Source: an optimization exercise on an open RTL-to-GDS flow (aim: small area, a short achievable clock period and few clock cycles per item). Production flows keep margins and buffers that such runs may drop.
At most, simulation tests tie the RTL to the original design; equivalence was not proved.
Power figures rest on the tool's default switching activity, not on a simulated workload.

==> run Y <==
==> flow/design.v <==
package slpq_pkg;
    localparam int CAPACITY_DEF  = 16;
    localparam int KEY_WIDTH_DEF = 32;
    localparam int KEY_FIELD_W   = 32;
    localparam int COUNT_FIELD_W = 5;
    localparam int STATUS_W      = 2;
    localparam int OUT_TDATA_W   = KEY_FIELD_W + 1 + COUNT_FIELD_W + STATUS_W;
    typedef enum logic {
        REQ_INSERT = 1'b0,
        REQ_REMOVE = 1'b1
    } t_req;
    typedef enum logic [STATUS_W-1:0] {
        ST_OK    = 2'd0,
        ST_FULL  = 2'd1,
        ST_EMPTY = 2'd2
    } t_status;
    typedef struct packed {
        logic ins_en;
        logic rem_en;
        logic min_first;
    } t_slpq_ctrl;
endpackage
module slpq_cmp #(
    parameter int W = slpq_pkg::KEY_WIDTH_DEF
) (
    input  logic [W-1:0] i_a,
    input  logic [W-1:0] i_b,
    input  logic         i_min_first,
    output logic         o_hit
);
    localparam int LV = $clog2(W);
    logic [W-1:0] g [LV+1];
    logic [W-1:0] p [LV+1];
    assign g[0] = i_a & ~i_b;
    assign p[0] = i_a | ~i_b;
    for (genvar l = 0; l < LV; l++) begin : g_lvl
        for (genvar i = 0; i < (W >> (l + 1)); i++) begin : g_node
            assign g[l+1][i] = g[l][2*i+1] | (p[l][2*i+1] & g[l][2*i]);
            assign p[l+1][i] = p[l][2*i+1] & p[l][2*i];
        end
        for (genvar i = (W >> (l + 1)); i < W; i++) begin : g_pad
            assign g[l+1][i] = 1'b0;
            assign p[l+1][i] = 1'b0;
        end
    end
    assign o_hit = (g[LV][0] | (p[LV][0] & i_min_first)) ^ i_min_first;
endmodule
module slpq_cell #(
    parameter int KEY_WIDTH = slpq_pkg::KEY_WIDTH_DEF
) (
    input  logic                  i_clk,
    input  logic                  i_rst_n,
    input  slpq_pkg::t_slpq_ctrl  i_ctrl,
    input  logic [KEY_WIDTH-1:0]  i_new_key,
    input  logic                  i_prev_take,
    input  logic [KEY_WIDTH-1:0]  i_prev_key,
    input  logic                  i_prev_valid,
    input  logic [KEY_WIDTH-1:0]  i_next_key,
    input  logic                  i_next_valid,
    output logic [KEY_WIDTH-1:0]  o_key,
    output logic                  o_valid,
    output logic                  o_take
);
    logic [KEY_WIDTH-1:0] r_key;
    logic [KEY_WIDTH-1:0] n_key;
    logic                 r_valid;
    logic                 n_valid;
    logic                 w_cmp;
    logic                 w_take;
    slpq_cmp #(.W(KEY_WIDTH)) u_cmp (
        .i_a         (i_new_key),
        .i_b         (r_key),
        .i_min_first (i_ctrl.min_first),
        .o_hit       (w_cmp)
    );
    assign w_take = w_cmp || !r_valid;
    always_comb begin
        n_key   = r_key;
        n_valid = r_valid;
        if (i_ctrl.ins_en) begin
            if (i_prev_take) begin
                n_key   = i_prev_key;
                n_valid = i_prev_valid;
            end else if (w_take) begin
                n_key   = i_new_key;
                n_valid = 1'b1;
            end
        end else if (i_ctrl.rem_en) begin
            n_key   = i_next_key;
            n_valid = i_next_valid;
        end
    end
    always_ff @(posedge i_clk) begin
        if (!i_rst_n) begin
            r_valid <= 1'b0;
        end else begin
            r_valid <= n_valid;
        end
    end
    always_ff @(posedge i_clk) begin
        r_key <= n_key;
    end
    assign o_key   = r_key;
    assign o_valid = r_valid;
    assign o_take  = i_prev_take || w_take;
endmodule
module sorted_list_priority_queue_core #(
    parameter int CAPACITY  = slpq_pkg::CAPACITY_DEF,
    parameter int KEY_WIDTH = slpq_pkg::KEY_WIDTH_DEF
) (
    input  logic                              i_clk,
    input  logic                              i_rst_n,
    input  logic                              i_s_axis_tvalid,
    output logic                              o_s_axis_tready,
    input  logic [slpq_pkg::KEY_FIELD_W-1:0]  i_s_axis_tdata,   
    input  logic                              i_s_axis_tuser,   
    output logic                              o_m_axis_tvalid,
    input  logic                              i_m_axis_tready,
    output logic [slpq_pkg::OUT_TDATA_W-1:0]  o_m_axis_tdata,
    input  logic                              i_cfg_valid,
    output logic                              o_cfg_ready,
    input  logic                              i_cfg_data        
);
    localparam int CNT_W = $clog2(CAPACITY + 1);
    logic [KEY_WIDTH-1:0]  w_key  [CAPACITY];
    logic [CAPACITY-1:0]   w_valid;
    logic [CAPACITY-1:0]   w_take;
    logic                  r_req_valid;
    logic                  r_req_remove;
    logic                  r_req_min_first;
    logic [KEY_WIDTH-1:0]  r_req_key;
    logic                  r_min_first;
    slpq_pkg::t_status     r_status;
    slpq_pkg::t_status     n_status;
    logic                  r_out_valid;
    logic                  w_accept;
    logic                  w_advance;
    logic                  w_apply;
    logic                  w_full;
    logic                  w_empty;
    logic [CNT_W-1:0]      w_count;
    logic [CAPACITY-1:0]   w_valid_inc;
    slpq_pkg::t_slpq_ctrl  w_ctrl;
    logic [slpq_pkg::KEY_FIELD_W-1:0] w_top_key;
    assign w_advance       = !r_out_valid || i_m_axis_tready;
    assign w_apply         = r_req_valid && w_advance;
    assign o_s_axis_tready = !r_req_valid || w_advance;
    assign w_accept        = i_s_axis_tvalid && o_s_axis_tready;
    always_ff @(posedge i_clk) begin
        if (!i_rst_n) begin
            r_req_valid <= 1'b0;
        end else if (o_s_axis_tready) begin
            r_req_valid <= i_s_axis_tvalid;
        end
    end
    always_ff @(posedge i_clk) begin
        if (w_accept) begin
            r_req_remove    <= (slpq_pkg::t_req'(i_s_axis_tuser) == slpq_pkg::REQ_REMOVE);
            r_req_key       <= KEY_WIDTH'(i_s_axis_tdata);
            r_req_min_first <= r_min_first;
        end
    end
    assign w_full  = w_valid[CAPACITY-1];
    assign w_empty = !w_valid[0];
    assign w_ctrl.ins_en    = w_apply && !r_req_remove && !w_full;
    assign w_ctrl.rem_en    = w_apply && r_req_remove && !w_empty;
    assign w_ctrl.min_first = r_req_min_first;
    assign w_valid_inc = w_valid + 1'b1;
    for (genvar g = 0; g < CAPACITY; g++) begin : g_cell
        logic                 w_prev_take;
        logic [KEY_WIDTH-1:0] w_prev_key;
        logic                 w_prev_valid;
        logic [KEY_WIDTH-1:0] w_next_key;
        logic                 w_next_valid;
        if (g == 0) begin : g_head
            assign w_prev_take  = 1'b0;
            assign w_prev_key   = '0;
            assign w_prev_valid = 1'b0;
        end else begin : g_body
            assign w_prev_take  = w_take[g-1];
            assign w_prev_key   = w_key[g-1];
            assign w_prev_valid = w_valid[g-1];
        end
        if (g == CAPACITY - 1) begin : g_tail
            assign w_next_key   = '0;
            assign w_next_valid = 1'b0;
        end else begin : g_inner
            assign w_next_key   = w_key[g+1];
            assign w_next_valid = w_valid[g+1];
        end
        slpq_cell #(
            .KEY_WIDTH (KEY_WIDTH)
        ) u_cell (
            .i_clk        (i_clk),
            .i_rst_n      (i_rst_n),
            .i_ctrl       (w_ctrl),
            .i_new_key    (r_req_key),
            .i_prev_take  (w_prev_take),
            .i_prev_key   (w_prev_key),
            .i_prev_valid (w_prev_valid),
            .i_next_key   (w_next_key),
            .i_next_valid (w_next_valid),
            .o_key        (w_key[g]),
            .o_valid      (w_valid[g]),
            .o_take       (w_take[g])
        );
    end
    always_comb begin
        n_status = r_status;
        if (w_apply) begin
            if (r_req_remove) begin
                n_status = w_empty ? slpq_pkg::ST_EMPTY : slpq_pkg::ST_OK;
            end else begin
                n_status = w_full ? slpq_pkg::ST_FULL : slpq_pkg::ST_OK;
            end
        end
    end
    always_comb begin
        w_count = '0;
        for (int i = 0; i < CAPACITY; i++) begin
            if (w_valid[i]) w_count = CNT_W'(i + 1);
        end
    end
    always_ff @(posedge i_clk) begin
        if (!i_rst_n) begin
            r_status    <= slpq_pkg::ST_OK;
            r_out_valid <= 1'b0;
            r_min_first <= 1'b0;
        end else begin
            r_status <= n_status;
            if (w_apply) begin
                r_out_valid <= 1'b1;
            end else if (i_m_axis_tready) begin
                r_out_valid <= 1'b0;
            end
            if (i_cfg_valid) begin
                r_min_first <= i_cfg_data;
            end
        end
    end
    assign o_cfg_ready = 1'b1;
    assign w_top_key       = w_valid[0] ? slpq_pkg::KEY_FIELD_W'(w_key[0]) : '0;
    assign o_m_axis_tvalid = r_out_valid;
    assign o_m_axis_tdata  = {r_status,
                              slpq_pkg::COUNT_FIELD_W'(w_count),
                              w_valid[0],
                              w_top_key};
endmodule
==> flow/run.sh <==
#!/bin/bash
# synth_recipe.tcl (not shown) runs the flow's synth.tcl, then flattens the netlist and writes it again
# the make line also repeats each setting of config.mk as NAME=value (left out here)
make -C /OpenROAD-flow-scripts/flow DESIGN_CONFIG=/design/flow/config.mk WORK_HOME=/design/flow/orfs CLKGATE_MAP_FILE= SYNTH_SCRIPT=/design/flow/synth_recipe.tcl finish
==> flow/config.mk <==
export PLATFORM = sky130hd
export DESIGN_NAME = sorted_list_priority_queue_core
export DESIGN_NICKNAME = sorted_list_priority_queue_core
export VERILOG_FILES = /design/flow/design.v
export SDC_FILE = /design/flow/constraint.sdc
export NUM_CORES = 4
export LEC_CHECK = 0
export CAP_MARGIN = 20
export CORE_MARGIN = 2
export CORE_UTILIZATION = 40
export PLACE_DENSITY = 0.6
export SLEW_MARGIN = 20
==> flow/constraint.sdc <==
create_clock -name core_clock -period 6.0 [get_ports {i_clk}]
set_input_delay 1.2000 -clock core_clock [delete_from_list [all_inputs] [get_ports {i_clk}]]
set_output_delay 1.2000 -clock core_clock [all_outputs]
set_load 0.01 [all_outputs]
==> run Z (differences from run Y) <==
--- a/flow/design.v
+++ b/flow/design.v
@@ -53,4 +53,5 @@
     input  slpq_pkg::t_slpq_ctrl  i_ctrl,
     input  logic [KEY_WIDTH-1:0]  i_new_key,
+    input  logic                  i_take,
     input  logic                  i_prev_take,
     input  logic [KEY_WIDTH-1:0]  i_prev_key,
@@ -59,6 +60,5 @@
     input  logic                  i_next_valid,
     output logic [KEY_WIDTH-1:0]  o_key,
-    output logic                  o_valid,
-    output logic                  o_take
+    output logic                  o_valid
 );
     logic [KEY_WIDTH-1:0] r_key;
@@ -66,13 +66,4 @@
     logic                 r_valid;
     logic                 n_valid;
-    logic                 w_cmp;
-    logic                 w_take;
-    slpq_cmp #(.W(KEY_WIDTH)) u_cmp (
-        .i_a         (i_new_key),
-        .i_b         (r_key),
-        .i_min_first (i_ctrl.min_first),
-        .o_hit       (w_cmp)
-    );
-    assign w_take = w_cmp || !r_valid;
     always_comb begin
         n_key   = r_key;
@@ -82,5 +73,5 @@
                 n_key   = i_prev_key;
                 n_valid = i_prev_valid;
-            end else if (w_take) begin
+            end else if (i_take) begin
                 n_key   = i_new_key;
                 n_valid = 1'b1;
@@ -103,5 +94,4 @@
     assign o_key   = r_key;
     assign o_valid = r_valid;
-    assign o_take  = i_prev_take || w_take;
 endmodule
 module sorted_list_priority_queue_core #(
@@ -128,6 +118,12 @@
     logic                  r_req_valid;
     logic                  r_req_remove;
-    logic                  r_req_min_first;
     logic [KEY_WIDTH-1:0]  r_req_key;
+    logic [CAPACITY-1:0]   r_req_take;
+    logic [CAPACITY-1:0]   w_cmp;
+    logic                  w_cmp_new;
+    logic [CAPACITY-1:0]   w_go;         
+    logic [CAPACITY-1:0]   w_pre_all;    
+    logic [CAPACITY-1:0]   w_pre_tail;   
+    logic [CAPACITY-1:0]   w_take_next;  
     logic                  r_min_first;
     slpq_pkg::t_status     r_status;
@@ -147,4 +143,45 @@
     assign o_s_axis_tready = !r_req_valid || w_advance;
     assign w_accept        = i_s_axis_tvalid && o_s_axis_tready;
+    for (genvar g = 0; g < CAPACITY; g++) begin : g_cmp
+        slpq_cmp #(.W(KEY_WIDTH)) u_cmp (
+            .i_a         (KEY_WIDTH'(i_s_axis_tdata)),
+            .i_b         (w_key[g]),
+            .i_min_first (r_min_first),
+            .o_hit       (w_cmp[g])
+        );
+    end
+    slpq_cmp #(.W(KEY_WIDTH)) u_cmp_new (
+        .i_a         (KEY_WIDTH'(i_s_axis_tdata)),
+        .i_b         (r_req_key),
+        .i_min_first (r_min_first),
+        .o_hit       (w_cmp_new)
+    );
+    assign w_go = w_cmp | ~w_valid;
+    always_comb begin
+        w_pre_all[0]  = w_go[0];
+        w_pre_tail[0] = 1'b0;
+        for (int i = 1; i < CAPACITY; i++) begin
+            w_pre_all[i]  = w_pre_all[i-1] | w_go[i];
+            w_pre_tail[i] = w_pre_tail[i-1] | w_go[i];
+        end
+    end
+    for (genvar g = 0; g < CAPACITY; g++) begin : g_take
+        logic w_after_ins;
+        logic w_after_rem;
+        if (g == 0) begin : g_head
+            assign w_after_ins = w_cmp_new;
+        end else begin : g_body
+            assign w_after_ins = w_pre_all[g-1] | w_cmp_new;
+        end
+        if (g == CAPACITY - 1) begin : g_tail
+            assign w_after_rem = 1'b1;
+        end else begin : g_inner
+            assign w_after_rem = w_pre_tail[g+1];
+        end
+        assign w_take_next[g] = (w_ctrl.ins_en && r_req_take[g]) ? w_after_ins
+                              : w_ctrl.rem_en                    ? w_after_rem
+                              :                                    w_pre_all[g];
+    end
+    assign w_take = r_req_take;
     always_ff @(posedge i_clk) begin
         if (!i_rst_n) begin
@@ -156,7 +193,7 @@
     always_ff @(posedge i_clk) begin
         if (w_accept) begin
-            r_req_remove    <= (slpq_pkg::t_req'(i_s_axis_tuser) == slpq_pkg::REQ_REMOVE);
-            r_req_key       <= KEY_WIDTH'(i_s_axis_tdata);
-            r_req_min_first <= r_min_first;
+            r_req_remove <= (slpq_pkg::t_req'(i_s_axis_tuser) == slpq_pkg::REQ_REMOVE);
+            r_req_key    <= KEY_WIDTH'(i_s_axis_tdata);
+            r_req_take   <= w_take_next;
         end
     end
@@ -165,5 +202,5 @@
     assign w_ctrl.ins_en    = w_apply && !r_req_remove && !w_full;
     assign w_ctrl.rem_en    = w_apply && r_req_remove && !w_empty;
-    assign w_ctrl.min_first = r_req_min_first;
+    assign w_ctrl.min_first = r_min_first;
     assign w_valid_inc = w_valid + 1'b1;
     for (genvar g = 0; g < CAPACITY; g++) begin : g_cell
@@ -196,4 +233,5 @@
             .i_ctrl       (w_ctrl),
             .i_new_key    (r_req_key),
+            .i_take       (w_take[g]),
             .i_prev_take  (w_prev_take),
             .i_prev_key   (w_prev_key),
@@ -202,6 +240,5 @@
             .i_next_valid (w_next_valid),
             .o_key        (w_key[g]),
-            .o_valid      (w_valid[g]),
-            .o_take       (w_take[g])
+            .o_valid      (w_valid[g])
         );
     end
SETUP_SLACK_MARGIN = 3.0   (was not set)
==> run A (differences from run Y) <==
--- a/flow/design.v
+++ b/flow/design.v
@@ -21,29 +21,4 @@
     } t_slpq_ctrl;
 endpackage
-module slpq_cmp #(
-    parameter int W = slpq_pkg::KEY_WIDTH_DEF
-) (
-    input  logic [W-1:0] i_a,
-    input  logic [W-1:0] i_b,
-    input  logic         i_min_first,
-    output logic         o_hit
-);
-    localparam int LV = $clog2(W);
-    logic [W-1:0] g [LV+1];
-    logic [W-1:0] p [LV+1];
-    assign g[0] = i_a & ~i_b;
-    assign p[0] = i_a | ~i_b;
-    for (genvar l = 0; l < LV; l++) begin : g_lvl
-        for (genvar i = 0; i < (W >> (l + 1)); i++) begin : g_node
-            assign g[l+1][i] = g[l][2*i+1] | (p[l][2*i+1] & g[l][2*i]);
-            assign p[l+1][i] = p[l][2*i+1] & p[l][2*i];
-        end
-        for (genvar i = (W >> (l + 1)); i < W; i++) begin : g_pad
-            assign g[l+1][i] = 1'b0;
-            assign p[l+1][i] = 1'b0;
-        end
-    end
-    assign o_hit = (g[LV][0] | (p[LV][0] & i_min_first)) ^ i_min_first;
-endmodule
 module slpq_cell #(
     parameter int KEY_WIDTH = slpq_pkg::KEY_WIDTH_DEF
@@ -66,13 +41,9 @@
     logic                 r_valid;
     logic                 n_valid;
-    logic                 w_cmp;
+    logic                 w_hit;
     logic                 w_take;
-    slpq_cmp #(.W(KEY_WIDTH)) u_cmp (
-        .i_a         (i_new_key),
-        .i_b         (r_key),
-        .i_min_first (i_ctrl.min_first),
-        .o_hit       (w_cmp)
-    );
-    assign w_take = w_cmp || !r_valid;
+    assign w_hit  = r_valid && (i_ctrl.min_first ? (i_new_key < r_key)
+                                                 : (i_new_key > r_key));
+    assign w_take = w_hit || !r_valid;
     always_comb begin
         n_key   = r_key;
@@ -126,44 +97,31 @@
     logic [CAPACITY-1:0]   w_valid;
     logic [CAPACITY-1:0]   w_take;
-    logic                  r_req_valid;
-    logic                  r_req_remove;
-    logic                  r_req_min_first;
-    logic [KEY_WIDTH-1:0]  r_req_key;
+    logic [KEY_WIDTH-1:0]  w_new_key;
     logic                  r_min_first;
+    logic [CNT_W-1:0]      r_count;
+    logic [CNT_W-1:0]      n_count;
+    logic [CNT_W-1:0]      w_count_dec;
     slpq_pkg::t_status     r_status;
     slpq_pkg::t_status     n_status;
     logic                  r_out_valid;
     logic                  w_accept;
-    logic                  w_advance;
-    logic                  w_apply;
+    logic                  w_is_remove;
     logic                  w_full;
     logic                  w_empty;
-    logic [CNT_W-1:0]      w_count;
+    logic                  w_ins_drop;
     logic [CAPACITY-1:0]   w_valid_inc;
     slpq_pkg::t_slpq_ctrl  w_ctrl;
     logic [slpq_pkg::KEY_FIELD_W-1:0] w_top_key;
-    assign w_advance       = !r_out_valid || i_m_axis_tready;
-    assign w_apply         = r_req_valid && w_advance;
-    assign o_s_axis_tready = !r_req_valid || w_advance;
+    assign o_s_axis_tready = !r_out_valid || i_m_axis_tready;
     assign w_accept        = i_s_axis_tvalid && o_s_axis_tready;
-    always_ff @(posedge i_clk) begin
-        if (!i_rst_n) begin
-            r_req_valid <= 1'b0;
-        end else if (o_s_axis_tready) begin
-            r_req_valid <= i_s_axis_tvalid;
-        end
-    end
-    always_ff @(posedge i_clk) begin
-        if (w_accept) begin
-            r_req_remove    <= (slpq_pkg::t_req'(i_s_axis_tuser) == slpq_pkg::REQ_REMOVE);
-            r_req_key       <= KEY_WIDTH'(i_s_axis_tdata);
-            r_req_min_first <= r_min_first;
-        end
-    end
+    assign w_is_remove     = (slpq_pkg::t_req'(i_s_axis_tuser) == slpq_pkg::REQ_REMOVE);
+    assign w_new_key       = KEY_WIDTH'(i_s_axis_tdata);
     assign w_full  = w_valid[CAPACITY-1];
     assign w_empty = !w_valid[0];
-    assign w_ctrl.ins_en    = w_apply && !r_req_remove && !w_full;
-    assign w_ctrl.rem_en    = w_apply && r_req_remove && !w_empty;
-    assign w_ctrl.min_first = r_req_min_first;
+    assign w_ctrl.ins_en    = w_accept && !w_is_remove && !w_full;
+    assign w_ctrl.rem_en    = w_accept && w_is_remove && !w_empty;
+    assign w_ctrl.min_first = r_min_first;
+    assign w_ins_drop  = w_accept && !w_is_remove && w_full;
+    assign w_count_dec = r_count - 1'b1;
     assign w_valid_inc = w_valid + 1'b1;
     for (genvar g = 0; g < CAPACITY; g++) begin : g_cell
@@ -195,5 +153,5 @@
             .i_rst_n      (i_rst_n),
             .i_ctrl       (w_ctrl),
-            .i_new_key    (r_req_key),
+            .i_new_key    (w_new_key),
             .i_prev_take  (w_prev_take),
             .i_prev_key   (w_prev_key),
@@ -207,27 +165,34 @@
     end
     always_comb begin
+        n_count  = r_count;
         n_status = r_status;
-        if (w_apply) begin
-            if (r_req_remove) begin
-                n_status = w_empty ? slpq_pkg::ST_EMPTY : slpq_pkg::ST_OK;
+        if (w_accept) begin
+            if (w_is_remove) begin
+                if (w_empty) begin
+                    n_status = slpq_pkg::ST_EMPTY;
+                end else begin
+                    n_status = slpq_pkg::ST_OK;
+                    n_count  = w_count_dec;
+                end
             end else begin
-                n_status = w_full ? slpq_pkg::ST_FULL : slpq_pkg::ST_OK;
-            end
-        end
-    end
-    always_comb begin
-        w_count = '0;
-        for (int i = 0; i < CAPACITY; i++) begin
-            if (w_valid[i]) w_count = CNT_W'(i + 1);
+                if (w_full) begin
+                    n_status = slpq_pkg::ST_FULL;
+                end else begin
+                    n_status = slpq_pkg::ST_OK;
+                    n_count  = r_count + 1'b1;
+                end
+            end
         end
     end
     always_ff @(posedge i_clk) begin
         if (!i_rst_n) begin
+            r_count     <= '0;
             r_status    <= slpq_pkg::ST_OK;
             r_out_valid <= 1'b0;
             r_min_first <= 1'b0;
         end else begin
+            r_count  <= n_count;
             r_status <= n_status;
-            if (w_apply) begin
+            if (w_accept) begin
                 r_out_valid <= 1'b1;
             end else if (i_m_axis_tready) begin
@@ -243,5 +208,5 @@
     assign o_m_axis_tvalid = r_out_valid;
     assign o_m_axis_tdata  = {r_status,
-                              slpq_pkg::COUNT_FIELD_W'(w_count),
+                              slpq_pkg::COUNT_FIELD_W'(r_count),
                               w_valid[0],
                               w_top_key};
==> comparison table <==
                                                                                  run A                       run Z                      run Y
Combinational fraction of design power                                            0.185                       0.164                      0.134
Adder-cell share of the synthesized area                                          0.154                      0.0138                     0.0195
Pin count of the biggest net entering global routing                                160                         249                        126
Post-CTS setup buffer count                                                           0                         149                          0
Register-to-register path setup slack                                           1.46 ns                     2.23 ns                    0.67 ns
Layout filler cell count                                                           9232                        8881                       8586
Met3 WL                                                                         5940 um                    19500 um                   16900 um
Fraction of synthesized cell area in xor and xnor cells                        0.000891                           0                          0
Number of non-clock buffers in the layout                                           220                         418                        284
Total number of tap cells                                                          1276                        1265                       1176
Synthesized-area fraction occupied by ao, oa, aoi and oai cells                   0.159                       0.211                      0.222
Met3 Resource Use GR                                                             0.0221                      0.0639                     0.0593
Height of the die                                                                317 um                      314 um                     306 um
Total of warnings raised by yosys                                                     3                           6                          6
Power density normalized to cell area                                        232 nW/um2                  239 nW/um2                 244 nW/um2
Area share of the largest cell type after synthesis                               0.391                       0.439                      0.450
Area share of buffers outside the clock network                                  0.0582                      0.0871                     0.0690
Slowest cell on the critical path                                sky130_fd_sc_hd__or4_2  sky130_fd_sc_hd__a2111oi_0  sky130_fd_sc_hd__a222oi_1
Final WL                                                                      123000 um                   170000 um                  147000 um
Status                                                                   finished clean              finished clean             finished clean
Placeable Area                                                                97000 um2                   95000 um2                  90100 um2
Final Non-Filler Cells                                                             5522                        5544                       5294
Switching share of total power                                                    0.295                       0.297                      0.281
Testbench counts of run Z, summed over its fixed seeds: cycles 32,016, items 32,000.
Function not checked in run Y and run A: the RTL went through the layout flow alone.

[static timing again, ports no longer ideal]
In the flow no input, the clock included, has a driving cell. The finished layouts below were timed again as built, in two steps.
Step 1 (the two cells are an assumption about what drives the block):
set clk [get_ports {i_clk}]
set_driving_cell -lib_cell sky130_fd_sc_hd__clkbuf_16 $clk
set_driving_cell -lib_cell sky130_fd_sc_hd__buf_2 [delete_from_list [all_inputs] $clk]
Step 2, shift: input delay + t, output delay - t, t = (earliest + latest rising clock arrival at the registers) / 2. This alone moves slack from input paths to output paths.
Slacks: no drivers / after step 1 / after step 2; pairs: no drivers / after step 1.
run	t, ns	setup WS [ns]	worst setup path at the end	cell pins on the clock port's net
run Y	0.682	0.674 / 0.674 / 0.674	register to register	1
run Z	0.716	2.117 / 2.148 / 1.431	input to register	1
run A	0.722	0.581 / 0.591 / -0.131	input to register	1
With both steps, setup timing fails in run A, where it was met with ideal ports. The setup slack of run A, which loses most, moves by +0.010 ns with the drivers and by -0.712 ns with both steps.
